From an optimization exercise on the open Yosys and OpenROAD flow, aimed at small area, a short achievable clock period and few clock cycles per item; shortcuts taken in it are not production practice.
In this exercise RTL edits were held to simulation tests only and were not proved equivalent to the original.

==> 02-15: inputs <==
==> flow/design.v <==
package exu_pkg;
    function automatic logic [5:0] clz32(input logic [31:0] v);
        logic        z16, z8, z4, z2, z1;
        logic [15:0] x16;
        logic [7:0]  x8;
        logic [3:0]  x4;
        logic [1:0]  x2;
        z16 = (v[31:16] == 16'b0);
        x16 = z16 ? v[15:0] : v[31:16];
        z8 = (x16[15:8] == 8'b0);
        x8 = z8 ? x16[7:0] : x16[15:8];
        z4 = (x8[7:4] == 4'b0);
        x4 = z4 ? x8[3:0] : x8[7:4];
        z2 = (x4[3:2] == 2'b0);
        x2 = z2 ? x4[1:0] : x4[3:2];
        z1 = !x2[1];
        if (v == 32'b0) begin
            clz32 = 6'd32;
        end else begin
            clz32 = {1'b0, z16, z8, z4, z2, z1};
        end
    endfunction
    function automatic logic [31:0] rev32(input logic [31:0] v);
        for (int i = 0; i < 32; i++) begin
            rev32[i] = v[31-i];
        end
    endfunction
endpackage
module alu_int (
    input  logic [6-1:0]    operator,
    input  logic [32-1:0]  operand1,
    input  logic [32-1:0]  operand2,
    input  logic                    mf_sel,          
    input  logic [32-1:0]  mf_val,
    input  logic                    mf_neg,          
    input  logic                    clz_inv,         
    output logic [32-1:0]  alu_result,
    output logic [5:0]              clz_out,
    output logic                    overflow
);
    logic                       op_shift, op_addi, op_addsub, op_logic, op_slt, op_clz;
    logic                       inv;
    logic [32-1:0]     add_a, add_b;
    logic [32:0]       sum;
    logic [32+1:0]     sum_x;
    logic                       less;
    logic                       sh_left;
    logic [32-1:0]     sh_in, sh_mid, shift_out;
    logic [4:0]                 shamt;
    logic                       sh_fill;
    logic [32-1:0]     lg;
    assign op_shift  = !operator[5] && !operator[4] && !operator[3];
    assign op_addi   = !operator[5] && !operator[4] &&  operator[3];
    assign op_addsub =  operator[5] && !operator[4] && !operator[3] && !operator[2];
    assign op_logic  =  operator[5] && !operator[4] && !operator[3] &&  operator[2];
    assign op_slt    =  operator[5] && !operator[4] &&  operator[3];
    assign op_clz    =  operator[5] &&  operator[4];
    assign inv = (op_addsub && operator[1]) || op_slt || (mf_sel && mf_neg);
    assign add_a = mf_sel ? '0 : operand1;
    assign add_b = (mf_sel ? mf_val : operand2) ^ {32{inv}};
    assign sum_x = {1'b0, add_a, 1'b1} + {1'b0, add_b, inv};
    assign sum = sum_x[32+1:1];
    assign overflow = (op_addi || op_addsub) && !operator[0]
        && (operand1[31] == add_b[31]) && (sum[31] != operand1[31]);
    assign less = operator[0] ? !sum[32]
        : ((operand1[31] != operand2[31]) ? operand1[31] : sum[31]);
    assign sh_left = !operator[1];
    assign sh_in = sh_left ? exu_pkg::rev32(operand2) : operand2;
    assign shamt = operand1[4:0];
    assign sh_fill = operator[1] && operator[0] && operand2[31];
    assign sh_mid = 32'($signed({sh_fill, sh_in}) >>> shamt);
    assign shift_out = sh_left ? exu_pkg::rev32(sh_mid) : sh_mid;
    assign clz_out = exu_pkg::clz32(operand1 ^ {32{clz_inv}});
    always_comb begin
        case (operator[1:0])
            2'b00:   lg = operand1 & operand2;
            2'b01:   lg = operand1 | operand2;
            2'b10:   lg = operand1 ^ operand2;
            default: lg = ~(operand1 | operand2);
        endcase
    end
    always_comb begin
        if (op_shift)       alu_result = shift_out;
        else if (op_logic)  alu_result = lg;
        else if (op_slt)    alu_result = {31'b0, less};
        else if (op_clz)    alu_result = {26'b0, clz_out};
        else                alu_result = sum[31:0];
    end
endmodule
module muldiv_unit (
    input  logic [32:0]             mcand,           
    input  logic [7:0]              chunk,
    input  logic                    chunk_prev,      
    input  logic [32:0]             acc,
    input  logic                    mul_corr,        
    output logic [40:0]             mul_t,
    input  logic [31:0]             rem,
    input  logic [33:0]             dvs,             
    input  logic                    dvs_pos,
    output logic [31:0]             rem_next,
    output logic [1:0]              quo_bits
);
    localparam int MW = 41;
    localparam logic [MW-1:0] SIGN_K = -(41'(1) << 33) - (41'(1) << 35) - (41'(1) << 37)
        - (41'(1) << 39);
    function automatic logic [2*MW-1:0] csa(input logic [MW-1:0] x, input logic [MW-1:0] y,
                                            input logic [MW-1:0] z);
        logic [MW-1:0] s, c;
        s = x ^ y ^ z;
        c = (x & y) | (x & z) | (y & z);
        csa = {s, c[MW-2:0], 1'b0};
    endfunction
    logic [MW-1:0] pp [4];
    logic [MW-1:0] negs;
    logic [MW-1:0] acc_row;
    logic [MW-1:0] s1, c1, s2, c2, s3, c3, s4, c4;
    logic [8:0]    cc;
    always_comb begin
        cc = {chunk, chunk_prev};
        negs = '0;
        for (int j = 0; j < 4; j++) begin
            logic x2, x1, x0, one, two, neg;
            logic [33:0] r;
            x0 = cc[2*j];
            x1 = cc[2*j+1];
            x2 = cc[2*j+2];
            neg = x2;
            one = x1 ^ x0;
            two = (x2 && !x1 && !x0) || (!x2 && x1 && x0);
            for (int i = 0; i < 34; i++) begin
                logic ai, aim1;
                ai = (i < 33) ? mcand[i] : mcand[32];
                aim1 = (i > 0) ? mcand[i-1] : 1'b0;
                r[i] = ((one && ai) || (two && aim1)) ^ neg;
            end
            pp[j] = MW'({~r[33], r[32:0]}) << (2*j);
            negs[2*j] = neg;
        end
        acc_row = {SIGN_K[MW-1:34], ~acc[32], acc[32:0]};
        if (mul_corr) begin
            negs[MW-1:8] = mcand;
        end
        {s1, c1} = csa(pp[0], pp[1], pp[2]);
        {s2, c2} = csa(pp[3], acc_row, negs);
        {s3, c3} = csa(s1, c1, s2);
        {s4, c4} = csa(s3, c3, c2);
    end
    assign mul_t = s4 + c4;
    logic [36:0] t1, t2;
    logic [31:0] r1;
    assign t1 = {5'b0, rem, 1'b1} + {dvs[33], dvs, dvs_pos, dvs_pos};
    assign r1 = t1[36] ? rem : t1[32:1];
    assign t2 = {5'b0, r1, 1'b1} + {{2{dvs[33]}}, dvs, dvs_pos};
    assign rem_next = t2[36] ? r1 : t2[32:1];
    assign quo_bits = {!t1[36], !t2[36]};
endmodule
module exu_top (
    input  logic                    clk,
    input  logic                    rst_n,
    input  logic                    in_valid,
    input  logic [6-1:0]    operator,
    input  logic [32-1:0]  operand1,
    input  logic [32-1:0]  operand2,
    input  logic [5-1:0]  in_write_addr,
    input  logic                    in_write_enable,
    output logic                    in_ready,
    output logic                    out_valid,
    output logic [5-1:0]  write_addr,
    output logic                    write_enable,
    output logic [32-1:0]  write_data
);
    logic                       v1;
    logic [6-1:0]       op1;
    logic [32-1:0]     a1;
    logic [32-1:0]     b1;
    logic [5-1:0]     wa1;
    logic                       we1;
    logic                       rdy_q;
    logic                       inv_a1;      
    logic                       inv_b1;      
    logic [31:0]                hi;
    logic [31:0]                lo;
    logic                       hx;          
    logic                       hneg;        
    logic                       lneg;        
    logic [33:0]                m;           
    logic                       dpos;        
    logic                       mul_mode;
    logic                       mul_u;
    logic                       bprev;
    logic [4:0]                 cnt;         
    logic                       idle_q;      
    logic                       hz;          
    logic                       lz;          
    logic busy, s1_unit, go, accept;
    logic is_mf, is_mt, is_mul, is_div, sgn;
    assign in_ready = rdy_q;
    assign busy = !idle_q;
    assign accept = in_valid && rdy_q;
    assign s1_unit = !op1[5] && op1[4];
    assign go = v1 && !(s1_unit && busy);
    assign is_mf  = s1_unit && !op1[3] && !op1[0];
    assign is_mt  = s1_unit && !op1[3] &&  op1[0];
    assign is_mul = s1_unit &&  op1[3] && !op1[1];
    assign is_div = s1_unit &&  op1[3] &&  op1[1];
    assign sgn = !op1[0];
    logic [31:0] alu_result;
    logic [5:0]  clz_a, clz_b;
    logic        overflow;
    logic        a_neg, b_neg;
    logic [6:0]  dsh;            
    logic        clz_inv;
    assign a_neg = is_div && inv_a1;
    assign b_neg = inv_b1;
    assign clz_inv = inv_a1;
    alu_int alu_int_i (
        .operator   (op1),
        .operand1   (a1),
        .operand2   (b1),
        .mf_sel     (is_mf),
        .mf_val     (op1[1] ? (lo & {32{!lz}}) : (hi & {32{!hz}})),
        .mf_neg     (op1[1] ? lneg : hneg),
        .clz_inv    (clz_inv),
        .alu_result (alu_result),
        .clz_out    (clz_a),
        .overflow   (overflow)
    );
    logic [31:0] abs_a;
    logic [33:0] dvs_shifted;
    logic        div_align;   
    logic [3:0]  dsh_q;       
    assign clz_b = exu_pkg::clz32(b1 ^ {32{b_neg}});
    assign dsh = {1'b0, clz_b} - {1'b0, clz_a} + {6'b0, a_neg};
    assign abs_a = (a1 ^ {32{a_neg}}) + {31'b0, a_neg};
    assign dvs_shifted = (m << {dsh_q, 1'b0}) | (dpos ? ((34'b1 << {dsh_q, 1'b0}) - 34'd1) : 34'b0);
    logic [32:0] mcand;
    logic [31:0] mchunk_src;
    logic [40:0] mul_t;
    logic [31:0] rem_next;
    logic [1:0]  quo_bits;
    logic        mul_first;
    assign mul_first = idle_q;
    assign mcand = mul_first ? {sgn && a1[31], a1} : m[32:0];
    assign mchunk_src = mul_first ? b1 : lo;
    muldiv_unit muldiv_unit_i (
        .mcand      (mcand),
        .chunk      (mchunk_src[7:0]),
        .chunk_prev (mul_first ? 1'b0 : bprev),
        .acc        (mul_first ? 33'b0 : {hx, hi}),
        .mul_corr   (cnt == 5'd1 && mul_u && mchunk_src[7]),
        .mul_t      (mul_t),
        .rem        (hi),
        .dvs        (m),
        .dvs_pos    (dpos),
        .rem_next   (rem_next),
        .quo_bits   (quo_bits)
    );
    logic [4:0] cnt_next;
    logic       v1_next, unit_next;
    always_comb begin
        cnt_next = busy ? cnt - 5'd1 : 5'd0;
        if (go && is_mul) begin
            cnt_next = 5'd3;
        end else if (go && is_div && !clz_b[5] && !dsh[6]) begin
            cnt_next = {1'b0, dsh[4:1]} + 5'd2;
        end
    end
    assign v1_next = accept || (v1 && !go);
    assign unit_next = accept ? (!operator[5] && operator[4]) : s1_unit;
    always_ff @(posedge clk) begin
        if (!rst_n) begin
            v1 <= 1'b0;
            rdy_q <= 1'b1;
            cnt <= '0;
            idle_q <= 1'b1;
            out_valid <= 1'b0;
            write_enable <= 1'b0;
            hz <= 1'b1;
            lz <= 1'b1;
        end else begin
            v1 <= v1_next;
            rdy_q <= !(v1_next && unit_next && (cnt_next != 5'd0));
            cnt <= cnt_next;
            idle_q <= (cnt_next == 5'd0);
            out_valid <= go;
            write_enable <= go && we1 && !(s1_unit && !is_mf) && !overflow;
            if (go && (is_mul || is_div)) begin
                hz <= 1'b0;
                lz <= 1'b0;
            end else if (go && is_mt) begin
                if (op1[1]) begin
                    lz <= 1'b0;
                end else begin
                    hz <= 1'b0;
                end
            end
        end
    end
    always_ff @(posedge clk) begin
        if (rdy_q) begin
            op1 <= operator;
            a1 <= operand1;
            b1 <= operand2;
            wa1 <= in_write_addr;
            we1 <= in_write_enable;
            inv_a1 <= (operator == 6'h3d) || (operator == 6'h1a && operand1[31]);
            inv_b1 <= (operator == 6'h1a) && operand2[31];
        end
        write_addr <= wa1;
        write_data <= alu_result;
    end
    always_ff @(posedge clk) begin
        if (busy) begin
            div_align <= 1'b0;
            if (mul_mode) begin
                hi <= mul_t[39:8];
                hx <= mul_t[40];
                lo <= {mul_t[7:0], lo[31:8]};
                bprev <= lo[7];
            end else if (div_align) begin
                m <= dvs_shifted;
            end else begin
                hi <= rem_next;
                lo <= {lo[29:0], quo_bits};
                m <= {{2{m[33]}}, m[33:2]};
            end
        end else if (go && is_mul) begin
            hi <= mul_t[39:8];
            hx <= mul_t[40];
            lo <= {mul_t[7:0], b1[31:8]};
            bprev <= b1[7];
            m <= {sgn && a1[31], sgn && a1[31], a1};
            mul_u <= !sgn;
            mul_mode <= 1'b1;
            hneg <= 1'b0;
            lneg <= 1'b0;
        end else if (go && is_div) begin
            mul_mode <= 1'b0;
            m <= b_neg ? {2'b11, b1} : {2'b11, ~b1};
            dpos <= !b_neg;
            dsh_q <= dsh[4:1];
            div_align <= 1'b1;
            if (clz_b[5]) begin
                if (b_neg) begin
                    hi <= '0;
                    lo <= a1;
                    hneg <= 1'b0;
                    lneg <= 1'b1;
                end else begin
                    hi <= a1;
                    lo <= '1;
                    hneg <= 1'b0;
                    lneg <= 1'b0;
                end
            end else if (dsh[6]) begin
                hi <= a1;
                lo <= '0;
                hneg <= 1'b0;
                lneg <= 1'b0;
            end else begin
                hi <= abs_a;
                lo <= '0;
                hneg <= a_neg;
                lneg <= a_neg ^ b_neg;
            end
        end else if (go && is_mt) begin
            if (op1[1]) begin
                lo <= a1;
                lneg <= 1'b0;
            end else begin
                hi <= a1;
                hneg <= 1'b0;
            end
        end
    end
endmodule
==> flow/run.sh <==
#!/bin/bash
# synth_recipe.tcl (not shown) runs the flow's synth.tcl, then flattens the netlist and writes it again
# the make line also repeats each setting of config.mk as NAME=value (left out here)
make -C /OpenROAD-flow-scripts/flow DESIGN_CONFIG=/design/flow/config.mk WORK_HOME=/design/flow/orfs CLKGATE_MAP_FILE= SYNTH_SCRIPT=/design/flow/synth_recipe.tcl finish
==> flow/config.mk <==
export PLATFORM = sky130hd
export DESIGN_NAME = exu_top
export DESIGN_NICKNAME = exu_top
export VERILOG_FILES = /design/flow/design.v
export SDC_FILE = /design/flow/constraint.sdc
export NUM_CORES = 4
export LEC_CHECK = 0
export ABC_AREA = 1
export CAP_MARGIN = 20
export CORE_MARGIN = 2
export CORE_UTILIZATION = 40
export SLEW_MARGIN = 20
==> flow/constraint.sdc <==
create_clock -name core_clock -period 25.0 [get_ports {clk}]
set_input_delay 5.0000 -clock core_clock [delete_from_list [all_inputs] [get_ports {clk}]]
set_output_delay 5.0000 -clock core_clock [all_outputs]
set_load 0.01 [all_outputs]
==> 10-05 (differences from 02-15) <==
==> flow/design.v, changed modules only <==
module alu_int (
    input  logic [6-1:0]    operator,
    input  logic [32-1:0]  operand1,
    input  logic [32-1:0]  operand2,
    input  logic                    mf_sel,          
    input  logic [32-1:0]  mf_val,
    input  logic                    mf_neg,          
    input  logic                    sh_div,          
    input  logic [4:0]              sh_div_amt,
    input  logic                    clz_inv,         
    output logic [32-1:0]  alu_result,
    output logic [32-1:0]  shift_out,
    output logic [5:0]              clz_out,
    output logic                    overflow
);
    logic                       op_shift, op_addi, op_addsub, op_logic, op_slt, op_clz;
    logic                       inv;
    logic [32-1:0]     add_a, add_b;
    logic [32:0]       sum;
    logic                       less;
    logic                       sh_left;
    logic [32-1:0]     sh_in, sh_mid;
    logic [4:0]                 shamt;
    logic                       sh_fill;
    logic [32-1:0]     lg;
    assign op_shift  = !operator[5] && !operator[4] && !operator[3];
    assign op_addi   = !operator[5] && !operator[4] &&  operator[3];
    assign op_addsub =  operator[5] && !operator[4] && !operator[3] && !operator[2];
    assign op_logic  =  operator[5] && !operator[4] && !operator[3] &&  operator[2];
    assign op_slt    =  operator[5] && !operator[4] &&  operator[3];
    assign op_clz    =  operator[5] &&  operator[4];
    assign inv = (op_addsub && operator[1]) || op_slt || (mf_sel && mf_neg);
    assign add_a = mf_sel ? '0 : operand1;
    assign add_b = (mf_sel ? mf_val : operand2) ^ {32{inv}};
    assign sum = {1'b0, add_a} + {1'b0, add_b} + {{32{1'b0}}, inv};
    assign overflow = (op_addi || op_addsub) && !operator[0]
        && (operand1[31] == add_b[31]) && (sum[31] != operand1[31]);
    assign less = operator[0] ? !sum[32]
        : ((operand1[31] != operand2[31]) ? operand1[31] : sum[31]);
    assign sh_left = sh_div || !operator[1];
    assign sh_in = sh_left ? exu_pkg::rev32(operand2) : operand2;
    assign shamt = sh_div ? sh_div_amt : operand1[4:0];
    assign sh_fill = !sh_div && operator[1] && operator[0] && operand2[31];
    assign sh_mid = 32'($signed({sh_fill, sh_in}) >>> shamt);
    assign shift_out = sh_left ? exu_pkg::rev32(sh_mid) : sh_mid;
    assign clz_out = exu_pkg::clz32(operand1 ^ {32{clz_inv}});
    always_comb begin
        case (operator[1:0])
            2'b00:   lg = operand1 & operand2;
            2'b01:   lg = operand1 | operand2;
            2'b10:   lg = operand1 ^ operand2;
            default: lg = ~(operand1 | operand2);
        endcase
    end
    always_comb begin
        if (op_shift)       alu_result = shift_out;
        else if (op_logic)  alu_result = lg;
        else if (op_slt)    alu_result = {31'b0, less};
        else if (op_clz)    alu_result = {26'b0, clz_out};
        else                alu_result = sum[31:0];
    end
endmodule
module muldiv_unit (
    input  logic [32:0]             mcand,           
    input  logic [7:0]              chunk,
    input  logic                    chunk_prev,      
    input  logic [32:0]             acc,
    input  logic                    mul_corr,        
    output logic [40:0]             mul_t,
    input  logic [31:0]             rem,
    input  logic [33:0]             dvs,             
    input  logic                    dvs_pos,
    output logic [31:0]             rem_next,
    output logic [1:0]              quo_bits
);
    logic [40:0] pp [4];
    logic [40:0] negs;
    logic [8:0]  cc;
    always_comb begin
        cc = {chunk, chunk_prev};
        negs = '0;
        for (int j = 0; j < 4; j++) begin
            logic x2, x1, x0, one, two, neg;
            logic [33:0] r;
            x0 = cc[2*j];
            x1 = cc[2*j+1];
            x2 = cc[2*j+2];
            neg = x2;
            one = x1 ^ x0;
            two = (x2 && !x1 && !x0) || (!x2 && x1 && x0);
            for (int i = 0; i < 34; i++) begin
                logic ai, aim1;
                ai = (i < 33) ? mcand[i] : mcand[32];
                aim1 = (i > 0) ? mcand[i-1] : 1'b0;
                r[i] = ((one && ai) || (two && aim1)) ^ neg;
            end
            pp[j] = {{7{r[33]}}, r} << (2*j);
            negs[2*j] = neg;
        end
    end
    assign mul_t = {{8{acc[32]}}, acc} + pp[0] + pp[1] + pp[2] + pp[3]
        + (negs | (mul_corr ? {mcand, 8'b0} : 41'b0));
    logic [35:0] t1, t2;
    logic [31:0] r1;
    assign t1 = {4'b0, rem} + {dvs[33], dvs, dvs_pos} + {35'b0, dvs_pos};
    assign r1 = t1[35] ? rem : t1[31:0];
    assign t2 = {4'b0, r1} + {{2{dvs[33]}}, dvs} + {35'b0, dvs_pos};
    assign rem_next = t2[35] ? r1 : t2[31:0];
    assign quo_bits = {!t1[35], !t2[35]};
endmodule
module exu_top (
    input  logic                    clk,
    input  logic                    rst_n,
    input  logic                    in_valid,
    input  logic [6-1:0]    operator,
    input  logic [32-1:0]  operand1,
    input  logic [32-1:0]  operand2,
    input  logic [5-1:0]  in_write_addr,
    input  logic                    in_write_enable,
    output logic                    in_ready,
    output logic                    out_valid,
    output logic [5-1:0]  write_addr,
    output logic                    write_enable,
    output logic [32-1:0]  write_data
);
    logic                       v1;
    logic [6-1:0]       op1;
    logic [32-1:0]     a1;
    logic [32-1:0]     b1;
    logic [5-1:0]     wa1;
    logic                       we1;
    logic                       rdy_q;
    logic [31:0]                hi;
    logic [31:0]                lo;
    logic                       hx;          
    logic                       hneg;        
    logic                       lneg;        
    logic [33:0]                m;           
    logic                       dpos;        
    logic                       mul_mode;
    logic                       mul_u;
    logic                       bprev;
    logic [4:0]                 cnt;         
    logic busy, s1_unit, go, accept;
    logic is_mf, is_mt, is_mul, is_div, sgn;
    assign in_ready = rdy_q;
    assign busy = |cnt;
    assign accept = in_valid && rdy_q;
    assign s1_unit = !op1[5] && op1[4];
    assign go = v1 && !(s1_unit && busy);
    assign is_mf  = s1_unit && !op1[3] && !op1[0];
    assign is_mt  = s1_unit && !op1[3] &&  op1[0];
    assign is_mul = s1_unit &&  op1[3] && !op1[1];
    assign is_div = s1_unit &&  op1[3] &&  op1[1];
    assign sgn = !op1[0];
    logic [31:0] alu_result, shift_out;
    logic [5:0]  clz_a, clz_b;
    logic        overflow;
    logic        a_neg, b_neg;
    logic [6:0]  dsh;            
    logic        clz_inv;
    assign a_neg = is_div && sgn && a1[31];
    assign b_neg = is_div && sgn && b1[31];
    assign clz_inv = (op1[5] && op1[4] && op1[0]) || a_neg;
    alu_int alu_int_i (
        .operator   (op1),
        .operand1   (a1),
        .operand2   (b1),
        .mf_sel     (is_mf),
        .mf_val     (op1[1] ? lo : hi),
        .mf_neg     (op1[1] ? lneg : hneg),
        .sh_div     (is_div),
        .sh_div_amt ({dsh[4:1], 1'b0}),
        .clz_inv    (clz_inv),
        .alu_result (alu_result),
        .shift_out  (shift_out),
        .clz_out    (clz_a),
        .overflow   (overflow)
    );
    logic [31:0] abs_a;
    logic [33:0] dvs_start;
    logic [1:0]  dvs_top;
    assign clz_b = exu_pkg::clz32(b1 ^ {32{b_neg}});
    assign dsh = {1'b0, clz_b} - {1'b0, clz_a} + {6'b0, a_neg};
    assign abs_a = (a1 ^ {32{a_neg}}) + {31'b0, a_neg};
    logic [33:0] b_ext, b_sh;
    assign b_ext = {{2{b_neg}}, b1};
    assign b_sh = b_ext << {dsh[4:1], 1'b0};
    assign dvs_top = b_sh[33:32];
    assign dvs_start = b_neg ? {dvs_top, shift_out} : ~{dvs_top, shift_out};
    logic [32:0] mcand;
    logic [31:0] mchunk_src;
    logic [40:0] mul_t;
    logic [31:0] rem_next;
    logic [1:0]  quo_bits;
    logic        mul_first;
    assign mul_first = !busy;
    assign mcand = mul_first ? {sgn && a1[31], a1} : m[32:0];
    assign mchunk_src = mul_first ? b1 : lo;
    muldiv_unit muldiv_unit_i (
        .mcand      (mcand),
        .chunk      (mchunk_src[7:0]),
        .chunk_prev (mul_first ? 1'b0 : bprev),
        .acc        (mul_first ? 33'b0 : {hx, hi}),
        .mul_corr   (cnt == 5'd1 && mul_u && mchunk_src[7]),
        .mul_t      (mul_t),
        .rem        (hi),
        .dvs        (m),
        .dvs_pos    (dpos),
        .rem_next   (rem_next),
        .quo_bits   (quo_bits)
    );
    logic [4:0] cnt_next;
    logic       v1_next, unit_next;
    always_comb begin
        cnt_next = busy ? cnt - 5'd1 : 5'd0;
        if (go && is_mul) begin
            cnt_next = 5'd3;
        end else if (go && is_div && !clz_b[5] && !dsh[6]) begin
            cnt_next = {1'b0, dsh[4:1]} + 5'd1;
        end
    end
    assign v1_next = accept || (v1 && !go);
    assign unit_next = accept ? (!operator[5] && operator[4]) : s1_unit;
    always_ff @(posedge clk) begin
        if (!rst_n) begin
            v1 <= 1'b0;
            rdy_q <= 1'b1;
            cnt <= '0;
            out_valid <= 1'b0;
            write_enable <= 1'b0;
        end else begin
            v1 <= v1_next;
            rdy_q <= !(v1_next && unit_next && (cnt_next != 5'd0));
            cnt <= cnt_next;
            out_valid <= go;
            write_enable <= go && we1 && !(s1_unit && !is_mf) && !overflow;
        end
    end
    always_ff @(posedge clk) begin
        if (rdy_q) begin
            op1 <= operator;
            a1 <= operand1;
            b1 <= operand2;
            wa1 <= in_write_addr;
            we1 <= in_write_enable;
        end
        write_addr <= wa1;
        write_data <= alu_result;
    end
    always_ff @(posedge clk) begin
        if (!rst_n) begin
            hi <= '0;
            lo <= '0;
            hneg <= 1'b0;
            lneg <= 1'b0;
        end else if (busy) begin
            if (mul_mode) begin
                hi <= mul_t[39:8];
                hx <= mul_t[40];
                lo <= {mul_t[7:0], lo[31:8]};
                bprev <= lo[7];
            end else begin
                hi <= rem_next;
                lo <= {lo[29:0], quo_bits};
                m <= {{2{m[33]}}, m[33:2]};
            end
        end else if (go && is_mul) begin
            hi <= mul_t[39:8];
            hx <= mul_t[40];
            lo <= {mul_t[7:0], b1[31:8]};
            bprev <= b1[7];
            m <= {sgn && a1[31], sgn && a1[31], a1};
            mul_u <= !sgn;
            mul_mode <= 1'b1;
            hneg <= 1'b0;
            lneg <= 1'b0;
        end else if (go && is_div) begin
            mul_mode <= 1'b0;
            if (clz_b[5]) begin
                if (b_neg) begin
                    hi <= '0;
                    lo <= a1;
                    hneg <= 1'b0;
                    lneg <= 1'b1;
                end else begin
                    hi <= a1;
                    lo <= '1;
                    hneg <= 1'b0;
                    lneg <= 1'b0;
                end
            end else if (dsh[6]) begin
                hi <= a1;
                lo <= '0;
                hneg <= 1'b0;
                lneg <= 1'b0;
            end else begin
                hi <= abs_a;
                lo <= '0;
                hneg <= a_neg;
                lneg <= a_neg ^ b_neg;
                m <= dvs_start;
                dpos <= !b_neg;
            end
        end else if (go && is_mt) begin
            if (op1[1]) begin
                lo <= a1;
                lneg <= 1'b0;
            end else begin
                hi <= a1;
                hneg <= 1'b0;
            end
        end
    end
endmodule
==> run notes <==
Critical path depth: 10-05 is higher than 02-15 (20). Worst setup slack: 02-15 is higher than 10-05 (3.9 ns). In 02-15 the via count is larger than in 10-05, by 1.5%. In 10-05 the cell count is larger than in 02-15, by about 3.6%. Count of clock-buffer cells in the layout is the same in 10-05 and 02-15. Of 02-15 and 10-05, 02-15 has the higher maximum frequency (gap 52%, measured against 10-05). Of 02-15 and 10-05, 10-05 has the higher synthesized cell count (gap about 5%, measured against 10-05). Of 10-05 and 02-15, 02-15 has the higher first-iteration DRC count (gap 16%, measured against 02-15). Of 10-05 and 02-15, 02-15 has the higher non-clock buffer count (gap 11).
==> figures <==
metric	10-05	02-15
Run status	complete, no violations	complete, no violations
Total buffers and inverters traversed by the critical path	7	6
Levels on crit path	47	27
Met3 Routed Length	14200 microns	18800 microns
Die H	293 microns	294 microns
Compound-Gate Fraction of Synth Area	20.8%	23.9%
Pre-CTS setup slack	13.86 ns	17.72 ns
Num sequential	227	237
Antenna violations before repair	3	9
Startpoint of the worst hold path	wa1[4]$_DFFE_PP_	wa1[3]$_DFFE_PP_
Seq/total area	15.7%	18.0%
Crit path top cell by count	sky130_fd_sc_hd__o21ai_0	sky130_fd_sc_hd__nand2_1
Critical path launch point	cnt[0]$_SDFF_PN0_	b1[7]$_DFFE_PP_
Synthesized cell area	33300 sq um	33600 sq um
Number of cells produced by synthesis	5066	4818
Pin count of the biggest net entering global routing	87	92
Cell count after placement	6073	5855
Final-layout worst hold slack	0.343 ns	0.341 ns
Testbench counts of 02-15, summed over its fixed seeds: cycles 29,878, items 24,000.
Testbench counts of 10-05, summed over its fixed seeds: cycles 29,491, items 24,000.

-- static timing again, ports no longer ideal --
In the flow no input, the clock included, has a driving cell. The finished layouts below were timed again as built, in two steps.
Step 1 (the two cells are an assumption about what drives the block):
set clk [get_ports {clk}]
set_driving_cell -lib_cell sky130_fd_sc_hd__clkbuf_16 $clk
set_driving_cell -lib_cell sky130_fd_sc_hd__buf_2 [delete_from_list [all_inputs] $clk]
Step 2 times the ports against the registers' clock, not the clock port: input delays grow and output delays shrink by t, the midpoint of the rising clock arrivals with the driver on.
a / b / c = ideal / step 1 / step 2; a / b = the first two.
run | t (ns) | setup WS [ns] | clock arrival spread, ns | slew at the worst register clock pin (ns) | cell pins on the clock port's net
02-15 | 0.670 | 17.568 / 17.568 / 17.568 | 0.042 / 0.042 | 0.08 / 0.08 | 1
10-05 | 0.663 | 13.698 / 13.698 / 13.698 | 0.025 / 0.025 | 0.07 / 0.07 | 1
After both steps setup and hold are still met in every run listed.
